From an optimization exercise on the open Yosys and OpenROAD flow, aimed at small area; shortcuts taken in it are not production practice.
The RTL was checked by simulation tests, not by an equivalence proof against the original design.
The clock input has no modelled driver; a real chip could not lean on it and would need a root buffer or a full tree.
No activity file was given, so power comes from the tool's default toggle rates.

==> flow/design.v (excerpt) <==
module tone_to_dac #(
  parameter int unsigned CLK_HZ = audio_pkg::CLK_HZ,
  parameter int unsigned SIL    = audio_pkg::SIL
) (
  input  logic        clk,
  input  logic        rst,
  input  logic [31:0] toneL,
  input  logic [31:0] toneR,
  input  logic [2:0]  volume,
  input  logic        mute,
  output logic        audio_mclk,
  output logic        audio_lrck,
  output logic        audio_sck,
  output logic        audio_sdin
);
  logic [8:0] cnt_q;
  logic       nz_l_q, nz_r_q;       
  logic       pos_l_q, pos_r_q;     
  logic [2:0] vol_q;
  logic       sq_l, sil_l, sq_r, sil_r;
  logic       load_w, live_w;
  square_gen #(.CLK_HZ(CLK_HZ), .SIL(SIL)) u_sq_l (
    .clk      (clk),
    .rst      (rst),
    .tone_i   (toneL),
    .sq_o     (sq_l),
    .silent_o (sil_l)
  );
  square_gen #(.CLK_HZ(CLK_HZ), .SIL(SIL)) u_sq_r (
    .clk      (clk),
    .rst      (rst),
    .tone_i   (toneR),
    .sq_o     (sq_r),
    .silent_o (sil_r)
  );
  assign load_w = (cnt_q == 9'd511);
  assign live_w = !mute && (volume != 3'd0);
  always_ff @(posedge clk or negedge rst) begin
    if (!rst) begin
      cnt_q  <= 9'd0;
      nz_l_q <= 1'b0;
      nz_r_q <= 1'b0;
    end else begin
      cnt_q <= cnt_q + 9'd1;
      if (load_w) begin
        nz_l_q <= live_w && !sil_l;
  ...
==> flow/config.mk <==
export PLATFORM = sky130hd
export DESIGN_NAME = tone_to_dac
export DESIGN_NICKNAME = tone_to_dac
export VERILOG_FILES = /design/flow/design.v
export SDC_FILE = /design/flow/constraint.sdc
export NUM_CORES = 4
export LEC_CHECK = 0
export CAP_MARGIN = 20
export CORE_MARGIN = 2
export CORE_UTILIZATION = 40
export CTS_BUF_LIST = sky130_fd_sc_hd__clkbuf_2
export SLEW_MARGIN = 20
==> flow/constraint.sdc <==
create_clock -name core_clock -period 90.0 [get_ports {clk}]
set_input_delay 18.0000 -clock core_clock [delete_from_list [all_inputs] [get_ports {clk}]]
set_output_delay 18.0000 -clock core_clock [all_outputs]
set_load 0.01 [all_outputs]
standard.sh (not shown) runs the stock make flow with config.mk's settings and CLKGATE_MAP_FILE= SYNTH_SCRIPT=/design/flow/synth_recipe.tcl, a recipe that flattens the netlist after the stock synthesis.
==> flow/flow/run.sh <==
#!/bin/bash
# Standard layout with: smallest buffer on the ports, no CTS dummy loads,
# no ABC pre-mapping before full-adder extraction, and power recovery (downsizing).
export BUFFER_PORTS_ARGS="-buffer_cell sky130_fd_sc_hd__buf_1"
export CTS_ARGS="-sink_clustering_enable -repair_clock_nets -dont_use_dummy_load -buf_list sky130_fd_sc_hd__clkbuf_8"
export SYNTH_ARGS="-noabc"
export RECOVER_POWER=100
bash standard.sh > standard.log 2>&1
The baseline produced a layout that fails on max-capacitance violations, max-slew violations.
Next try:
==> flow/flow/run.sh (replaced) <==
#!/bin/bash
# Standard layout, but with the smallest buffer on the ports and no CTS dummy loads.
export BUFFER_PORTS_ARGS="-buffer_cell sky130_fd_sc_hd__buf_1"
export CTS_ARGS="-sink_clustering_enable -repair_clock_nets -dont_use_dummy_load -buf_list sky130_fd_sc_hd__clkbuf_8"
bash standard.sh > standard.log 2>&1
Result: The new run produced a clean layout; worst setup slack improves by 1400 ps; power is higher by 0.45%; die area is higher by 1.6%; routed wire length is lower by 2.6%; clock power is higher by about 2%; design area is higher by 1.3%; via count is higher by 2.6%; first-iteration DRC count is lower by 19%; global-route usage is lower by 0.62 points.
Next try:
==> flow/flow/run.sh (replaced) <==
#!/bin/bash
# Standard layout with: the smallest buffer on the ports, no CTS dummy loads,
# no ABC pre-mapping before full-adder extraction, and every combinational
# cell downsized before the placement repair_design.
export BUFFER_PORTS_ARGS="-buffer_cell sky130_fd_sc_hd__buf_1"
export CTS_ARGS="-sink_clustering_enable -repair_clock_nets -dont_use_dummy_load -buf_list sky130_fd_sc_hd__clkbuf_8"
export SYNTH_ARGS="-noabc"
export PRE_RESIZE_TCL="$(pwd)/flow/downsize.tcl"
bash standard.sh > standard.log 2>&1
==> flow/flow/downsize.tcl (new file) <==
# Before the placement-stage repair_design: give every combinational cell its
# smallest drive strength (same function and pins); repair_design then fixes
# any slew or capacitance limit this breaks. Timing has tens of ns of slack.
set dont_use_list $::env(DONT_USE_CELLS)
proc ds_dont_use {name} {
  foreach pat $::dont_use_list { if {[string match $pat $name]} { return 1 } }
  return 0
}
set ds_best [dict create]
foreach lc [get_lib_cells *] {
  set n [get_name $lc]
  if {![regexp {^(sky130_fd_sc_hd__[a-z0-9]+)_([0-9]+)$} $n -> base sz]} { continue }
  if {[ds_dont_use $n]} { continue }
  set a [get_property $lc area]
  if {![dict exists $ds_best $base] || $a < [lindex [dict get $ds_best $base] 1]} {
    dict set ds_best $base [list $n $a]
  }
}
set ds_count 0
set ds_saved 0.0
foreach inst [get_cells *] {
  set ref [get_property $inst ref_name]
  if {![regexp {^(sky130_fd_sc_hd__[a-z0-9]+)_([0-9]+)$} $ref -> base sz]} { continue }
  # keep registers, clock cells, taps, ties and fillers as they are
  if {[regexp {^sky130_fd_sc_hd__(s?e?df|dl|clk|tap|conb|fill|decap|diode)} $ref]} { continue }
  if {![dict exists $ds_best $base]} { continue }
  lassign [dict get $ds_best $base] best barea
  if {$best eq $ref} { continue }
  set old [get_property [get_lib_cells $ref] area]
  if {$barea >= $old} { continue }
  replace_cell $inst [get_lib_cells $best]
  incr ds_count
  set ds_saved [expr {$ds_saved + $old - $barea}]
}
puts "downsize: replaced $ds_count cells, saved $ds_saved um2"
This time the run did not get past placement repair (3_4_place_resized).
Area after synthesis falls by 1.6%.
Synthesized cell count falls by 7.4%.
Next try:
--- a/flow/flow/downsize.tcl
+++ b/flow/flow/downsize.tcl
@@ -3,3 +3,3 @@
 # any slew or capacitance limit this breaks. Timing has tens of ns of slack.
-set dont_use_list $::env(DONT_USE_CELLS)
+set ::dont_use_list $::env(DONT_USE_CELLS)
 proc ds_dont_use {name} {
@@ -8,3 +8,3 @@
 }
-set ds_best [dict create]
+set ::ds_best [dict create]
 foreach lc [get_lib_cells *] {
@@ -14,4 +14,4 @@
   set a [get_property $lc area]
-  if {![dict exists $ds_best $base] || $a < [lindex [dict get $ds_best $base] 1]} {
-    dict set ds_best $base [list $n $a]
+  if {![dict exists $::ds_best $base] || $a < [lindex [dict get $::ds_best $base] 1]} {
+    dict set ::ds_best $base [list $n $a]
   }
@@ -25,4 +25,4 @@
   if {[regexp {^sky130_fd_sc_hd__(s?e?df|dl|clk|tap|conb|fill|decap|diode)} $ref]} { continue }
-  if {![dict exists $ds_best $base]} { continue }
-  lassign [dict get $ds_best $base] best barea
+  if {![dict exists $::ds_best $base]} { continue }
+  lassign [dict get $::ds_best $base] best barea
   if {$best eq $ref} { continue }
With this change the flow ran to the end with no violations.
Area after synthesis is unchanged.
Synthesized cell count stays the same.

* * *

Another version of the RTL of tone_to_dac (not shown whole).
For scale: about 100 flip-flops.
==> flow/config.mk <==
export PLATFORM = sky130hd
export DESIGN_NAME = tone_to_dac
export DESIGN_NICKNAME = tone_to_dac
export VERILOG_FILES = /design/flow/design.v
export SDC_FILE = /design/flow/constraint.sdc
export NUM_CORES = 4
export LEC_CHECK = 0
export CAP_MARGIN = 20
export CORE_MARGIN = 2
export CORE_UTILIZATION = 40
export CTS_BUF_LIST = sky130_fd_sc_hd__clkbuf_2
export SLEW_MARGIN = 20
==> flow/constraint.sdc <==
create_clock -name core_clock -period 90.0 [get_ports {clk}]
set_input_delay 18.0000 -clock core_clock [delete_from_list [all_inputs] [get_ports {clk}]]
set_output_delay 18.0000 -clock core_clock [all_outputs]
set_load 0.01 [all_outputs]
==> flow/flow/run.sh <==
#!/bin/bash
# Standard layout with: the smallest buffer on the ports, no ABC pre-mapping
# before full-adder extraction, an area-oriented ABC script for the final
# mapping, every combinational cell downsized before the placement
# repair_design, and the clock tree rebuilt after CTS as one level of four
# buf_12 (balanced, each driving a quarter of the flip-flops).
export BUFFER_PORTS_ARGS="-buffer_cell sky130_fd_sc_hd__buf_1"
export CTS_ARGS="-sink_clustering_enable -repair_clock_nets -dont_use_dummy_load -buf_list sky130_fd_sc_hd__clkbuf_8"
export SYNTH_ARGS="-noabc"
export FLOW_ABC_SCRIPT="$(pwd)/flow/abc_area.script"
export PRE_RESIZE_TCL="$(pwd)/flow/downsize.tcl"
export POST_CTS_TCL="$(pwd)/flow/clocktree.tcl"
export CT_GROUPS=4
export CT_BUF=sky130_fd_sc_hd__buf_12
bash standard.sh SYNTH_SCRIPT="$(pwd)/flow/synth.tcl" finish > standard.log 2>&1
==> flow/flow/abc_area.script <==
strash
&get -n
&st
&dch -f
&nf -a -R 1000
&put
topo
==> flow/flow/synth.tcl <==
# The standard synthesis script, with ABC's final mapping run with an
# area-oriented script (flow/abc_area.script) in place of ORFS's speed script.
proc synth {args} { yosys synth -nofsm -noshare {*}$args }
proc abc {args} {
  set i [lsearch -exact $args -script]
  if {$i >= 0} { lset args [expr {$i + 1}] $::env(FLOW_ABC_SCRIPT) }
  yosys abc {*}$args
}
source $::env(SCRIPTS_DIR)/synth.tcl
# left out here: clear keep_hierarchy, flatten, clean up, hide names made inside functions, write 1_2_yosys.v
Other scripts of this flow, unchanged in this note and not shown: flow/flow/clocktree.tcl, flow/flow/downsize.tcl
Change:
==> flow/flow/run.sh (replaced) <==
#!/bin/bash
# Standard layout with: the smallest buffer on the ports, no ABC pre-mapping
# before full-adder extraction, every combinational cell downsized before the
# placement repair_design, and the clock tree rebuilt after CTS as one level
# of four buf_12 (balanced, each driving a quarter of the flip-flops).
export BUFFER_PORTS_ARGS="-buffer_cell sky130_fd_sc_hd__buf_1"
export CTS_ARGS="-sink_clustering_enable -repair_clock_nets -dont_use_dummy_load -buf_list sky130_fd_sc_hd__clkbuf_8"
export SYNTH_ARGS="-noabc"
export PRE_RESIZE_TCL="$(pwd)/flow/downsize.tcl"
export POST_CTS_TCL="$(pwd)/flow/clocktree.tcl"
export CT_GROUPS=4
export CT_BUF=sky130_fd_sc_hd__buf_12
bash standard.sh > standard.log 2>&1
removed: flow/flow/abc_area.script
removed: flow/flow/synth.tcl
Worst setup slack gets worse by 0.042 ns.
Area after synthesis went up by about 4%.
Sequential power hardly moves.
Total power went up by about 0.6%.
Final cell count went down by about 2%.
Final area went up by 0.68%.
Wire length went up by 0.90%.
Global-route usage went down by 0.51 points.
Die area went up by about 4%.
Hold slack gets worse by 0.022 ns.
First-iteration DRC count went down by about 50%.
In every run of this note, the design's own scripts or RTL, not TritonCTS, make the clock network.

* * *

Another version of the RTL of tone_to_dac (not shown whole).
Size in the first run: ~340 cells after synthesis, roughly 100 flip-flops, ~74 I/O pins, roughly 0.0044 sq mm of cells after synthesis.
export LEC_CHECK = 0
export CAP_MARGIN = 20
export CORE_MARGIN = 2
export CORE_UTILIZATION = 40
export CTS_BUF_LIST = sky130_fd_sc_hd__clkbuf_2
export SLEW_MARGIN = 20
create_clock -name core_clock -period 90.0 [get_ports {clk}]
==> flow/flow/run.sh <==
#!/bin/bash
# Standard layout with: the smallest buffer on the ports, no ABC pre-mapping
# before full-adder extraction, an area-oriented ABC script for the final
# mapping, inverters folded into NOR2/NAND2 gates and every combinational
# cell downsized before the placement
# repair_design, and the clock tree rebuilt after CTS as one level of four
# buf_12 (balanced, each driving a quarter of the flip-flops).
export BUFFER_PORTS_ARGS="-buffer_cell sky130_fd_sc_hd__buf_1"
export CTS_ARGS="-sink_clustering_enable -repair_clock_nets -dont_use_dummy_load -buf_list sky130_fd_sc_hd__clkbuf_8"
export SYNTH_ARGS="-noabc"
export FLOW_ABC_SCRIPT="$(pwd)/flow/abc_area.script"
export PRE_RESIZE_TCL="$(pwd)/flow/pre_resize.tcl"
export POST_CTS_TCL="$(pwd)/flow/clocktree.tcl"
export CT_GROUPS=4
export CT_BUF=sky130_fd_sc_hd__buf_12
bash standard.sh SYNTH_SCRIPT="$(pwd)/flow/synth.tcl" finish > standard.log 2>&1
==> flow/flow/abc_area.script <==
strash
&get -n
&st
&if -K 6 -a
&st
&dch -x
&nf -a -R 2000
&put
topo
Other scripts of this flow, unchanged in this note and not shown: flow/flow/clocktree.tcl, flow/flow/downsize.tcl, flow/flow/peephole.tcl, flow/flow/pre_resize.tcl, flow/flow/synth.tcl
Change:
==> flow/flow/abc_area.script (replaced) <==
strash
&get -n
&st
&jf -K 6
&st
&dch -f -x
&nf -a -R 1000
&put
topo
Effect: Sequential share of layout area shrinks by 0.12 points; clock power stays flat; die area grows by 0.47%; combinational power grows by about 0.4%; synthesized area grows by 0.49%; worst setup slack gets better by 0.037 ns; core utilization is about the same; sequential power hardly moves.
No run of this note takes its clock network from TritonCTS; it comes from the design's own scripts or RTL.

* * *

The RTL this note starts from:
==> flow/design.v <==
`default_nettype none
package audio_pkg;
  localparam int unsigned CLK_HZ   = 100_000_000;
  localparam int unsigned SIL      = 100_000_000;
  localparam int unsigned MAX_TONE = 20_000;
endpackage
`default_nettype wire
`default_nettype none
module square_gen #(
  parameter int unsigned CLK_HZ = audio_pkg::CLK_HZ,
  parameter int unsigned SIL    = audio_pkg::SIL
) (
  input  logic        clk,
  input  logic        rst,
  input  logic [31:0] tone_i,
  output logic        sq_o,
  output logic        silent_o
);
  localparam int unsigned HALF = CLK_HZ / 2;
  logic [14:0] tone_q;    
  logic        act_q;     
  logic [25:0] acc_q;     
  logic        sq_q;
  logic        audible_w, change_w, wrap_w;
  logic [25:0] sum_w;
  assign audible_w = (tone_i[31:15] == 17'd0) && (tone_i[14:0] != 15'd0) &&
                     (tone_i[14:0] <= 15'(audio_pkg::MAX_TONE));
  assign change_w  = !act_q || (tone_i[14:0] != tone_q);
  logic [26:0] cy_w;
  assign cy_w[0] = 1'b0;
  for (genvar i = 0; i < 26; i++) begin : g_add
    if (i < 15) begin : g_fa
      assign sum_w[i]   = acc_q[i] ^ tone_q[i] ^ cy_w[i];
      assign cy_w[i+1]  = (acc_q[i] & tone_q[i]) | (acc_q[i] & cy_w[i]) | (tone_q[i] & cy_w[i]);
    end else begin : g_ha
      assign sum_w[i]   = acc_q[i] ^ cy_w[i];
      assign cy_w[i+1]  = acc_q[i] & cy_w[i];
    end
  end
  logic hi_top_w;
  assign hi_top_w  = sum_w[25] & sum_w[23] & sum_w[22] & sum_w[21] & sum_w[20] &
                     sum_w[19] & sum_w[17];
  assign wrap_w    = hi_top_w & (sum_w[16] | (sum_w[15] & (sum_w[14:0] > 15'd28800)));
  always_ff @(posedge clk) begin
    tone_q <= tone_i[14:0];
    acc_q  <= (change_w || wrap_w) ? {11'd0, tone_i[14:0]} : sum_w;
    sq_q   <= change_w ? 1'b0 : (sq_q ^ wrap_w);
  end
  always_ff @(posedge clk or negedge rst) begin
    if (!rst) act_q <= 1'b0;
    else      act_q <= audible_w;
  end
  assign sq_o     = sq_q;
  assign silent_o = !act_q;
endmodule
`default_nettype wire
`default_nettype none
module tone_to_dac #(
  parameter int unsigned CLK_HZ = audio_pkg::CLK_HZ,
  parameter int unsigned SIL    = audio_pkg::SIL
) (
  input  logic        clk,
  input  logic        rst,
  input  logic [31:0] toneL,
  input  logic [31:0] toneR,
  input  logic [2:0]  volume,
  input  logic        mute,
  output logic        audio_mclk,
  output logic        audio_lrck,
  output logic        audio_sck,
  output logic        audio_sdin
);
  logic [8:0] cnt_q;
  logic       nz_l_q, nz_r_q;       
  logic       pos_l_q, pos_r_q;     
  logic [2:0] vol_q;
  logic       sq_l, sil_l, sq_r, sil_r;
  logic       load_w, live_w;
  square_gen #(.CLK_HZ(CLK_HZ), .SIL(SIL)) u_sq_l (
    .clk      (clk),
    .rst      (rst),
    .tone_i   (toneL),
    .sq_o     (sq_l),
    .silent_o (sil_l)
  );
  square_gen #(.CLK_HZ(CLK_HZ), .SIL(SIL)) u_sq_r (
    .clk      (clk),
    .rst      (rst),
    .tone_i   (toneR),
    .sq_o     (sq_r),
    .silent_o (sil_r)
  );
  logic [9:0] cnt_cy_w;
  logic [8:0] cnt_d;
  assign cnt_cy_w[0] = 1'b1;
  for (genvar i = 0; i < 9; i++) begin : g_cnt
    assign cnt_d[i]      = cnt_q[i] ^ cnt_cy_w[i];
    assign cnt_cy_w[i+1] = cnt_q[i] & cnt_cy_w[i];
  end
  assign load_w = cnt_cy_w[9];
  assign live_w = !mute && (volume != 3'd0);
  always_ff @(posedge clk or negedge rst) begin
    if (!rst) begin
      cnt_q  <= 9'd0;
      nz_l_q <= 1'b0;
      nz_r_q <= 1'b0;
    end else begin
      cnt_q <= cnt_d;
      if (load_w) begin
        nz_l_q <= live_w && !sil_l;
        nz_r_q <= live_w && !sil_r;
      end
    end
  end
  always_ff @(posedge clk) begin
    if (load_w) begin
      pos_l_q <= sq_l;
      pos_r_q <= sq_r;
      vol_q   <= volume;
    end
  end
  logic [15:0] amp_w, samp_w;
  logic        nz_w, pos_w;
  always_comb begin
    amp_w = 16'h0000;
    case (vol_q)
      3'd1:    amp_w[10] = 1'b1;
      3'd2:    amp_w[11] = 1'b1;
      3'd3:    amp_w[12] = 1'b1;
      3'd4:    amp_w[13] = 1'b1;
      default: amp_w[14] = 1'b1;    
    endcase
  end
  assign nz_w  = cnt_q[8] ? nz_r_q : nz_l_q;
  assign pos_w = cnt_q[8] ? pos_r_q : pos_l_q;
  for (genvar i = 0; i < 16; i++) begin : g_samp
    assign samp_w[i] = pos_w ? amp_w[i] : (|amp_w[i:0]);
  end
  assign audio_mclk = cnt_q[1];
  assign audio_sck  = cnt_q[3];
  assign audio_lrck = cnt_q[8];
  assign audio_sdin = nz_w && samp_w[~cnt_q[7:4]];
endmodule
`default_nettype wire
==> flow/config.mk <==
export PLATFORM = sky130hd
export DESIGN_NAME = tone_to_dac
export DESIGN_NICKNAME = tone_to_dac
export VERILOG_FILES = /design/flow/design.v
export SDC_FILE = /design/flow/constraint.sdc
export NUM_CORES = 4
export LEC_CHECK = 0
export CAP_MARGIN = 20
export CORE_MARGIN = 2
export CORE_UTILIZATION = 40
export CTS_BUF_LIST = sky130_fd_sc_hd__clkbuf_2
export SLEW_MARGIN = 20
==> flow/constraint.sdc <==
create_clock -name core_clock -period 90.0 [get_ports {clk}]
set_input_delay 18.0000 -clock core_clock [delete_from_list [all_inputs] [get_ports {clk}]]
set_output_delay 18.0000 -clock core_clock [all_outputs]
set_load 0.01 [all_outputs]
==> flow/flow/abc_area.script <==
strash
&get -n
&st
&if -K 6 -a
&st
&dch -f -x
&nf -a -R 1000
&put
topo
Scripts as last shown in full above: flow/flow/run.sh
Other scripts of this flow, unchanged in this note and not shown: flow/flow/clocktree.tcl, flow/flow/downsize.tcl, flow/flow/peephole.tcl, flow/flow/pre_resize.tcl, flow/flow/synth.tcl
The baseline produced a clean layout.
Edit:
==> flow/flow/abc_area.script (replaced) <==
strash
&get -n
&st
&dch -f
&nf -a -R 1000
&put
topo
Outcome: Worst hold slack loses 10 ps; global-route usage rises by 0.11 points; routed wire length rises by a little under a tenth; synthesized cell count grows by roughly a tenth; critical path depth came out higher by 2; power stays flat; die area rises slightly; final cell count grows by a few percent; sequential cell count is unchanged; register-to-register slack got worse by 70 ps.
No run of this note takes its clock network from TritonCTS; it comes from the design's own scripts or RTL.

## port drivers added, routing unchanged
The results above use ideal ports. As a check the final layouts listed here were re-extracted and re-timed, cells and wires unchanged.
Step 1 assumes that a clkbuf_16 drives the clock port and a buf_2 every other input.
Step 2 times the ports against the registers' clock, not the clock port: input delays grow and output delays shrink by t, the midpoint of the rising clock arrivals with the driver on.
Three values: ideal, step 1, step 2; two values: the first two.
run | shift t [ns] | slack for setup (ns) | hold WS [ns] | clock arrival spread, ns | slew at the worst register clock pin (ns)
the first run of note 1 | 0.382 | 68.044 / 68.032 / 67.650 | 0.488 / 0.488 / 0.488 | 0.021 / 0.020 | 0.09 / 0.09
the second run of note 1 | 0.390 | 69.455 / 69.422 / 69.685 | 0.437 / 0.437 / 0.437 | 0.035 / 0.036 | 0.11 / 0.11
the fourth run of note 1 | 0.395 | 69.644 / 69.610 / 69.517 | 0.476 / 0.476 / 0.476 | 0.029 / 0.029 | 0.10 / 0.10
the first run of note 2 | 0.218 | 69.696 / 69.754 / 69.536 | 0.454 / 0.454 / 0.454 | 0.011 / 0.012 | 0.10 / 0.10
the second run of note 2 | 0.220 | 69.654 / 69.717 / 69.497 | 0.432 / 0.432 / 0.432 | 0.010 / 0.009 | 0.10 / 0.10
the first run of note 3 | 0.218 | 69.328 / 69.393 / 69.175 | 0.391 / 0.391 / 0.391 | 0.012 / 0.012 | 0.10 / 0.10
the second run of note 3 | 0.218 | 69.365 / 69.431 / 69.213 | 0.383 / 0.383 / 0.383 | 0.008 / 0.008 | 0.10 / 0.10
the first run of note 4 | 0.218 | 69.315 / 69.374 / 69.156 | 0.467 / 0.467 / 0.467 | 0.010 / 0.010 | 0.11 / 0.11
the second run of note 4 | 0.218 | 69.690 / 69.752 / 69.534 | 0.457 / 0.457 / 0.457 | 0.012 / 0.012 | 0.10 / 0.10
The setup slack of the first run of note 1, which loses most, moves by -0.012 ns with the drivers and by -0.394 ns with both steps.
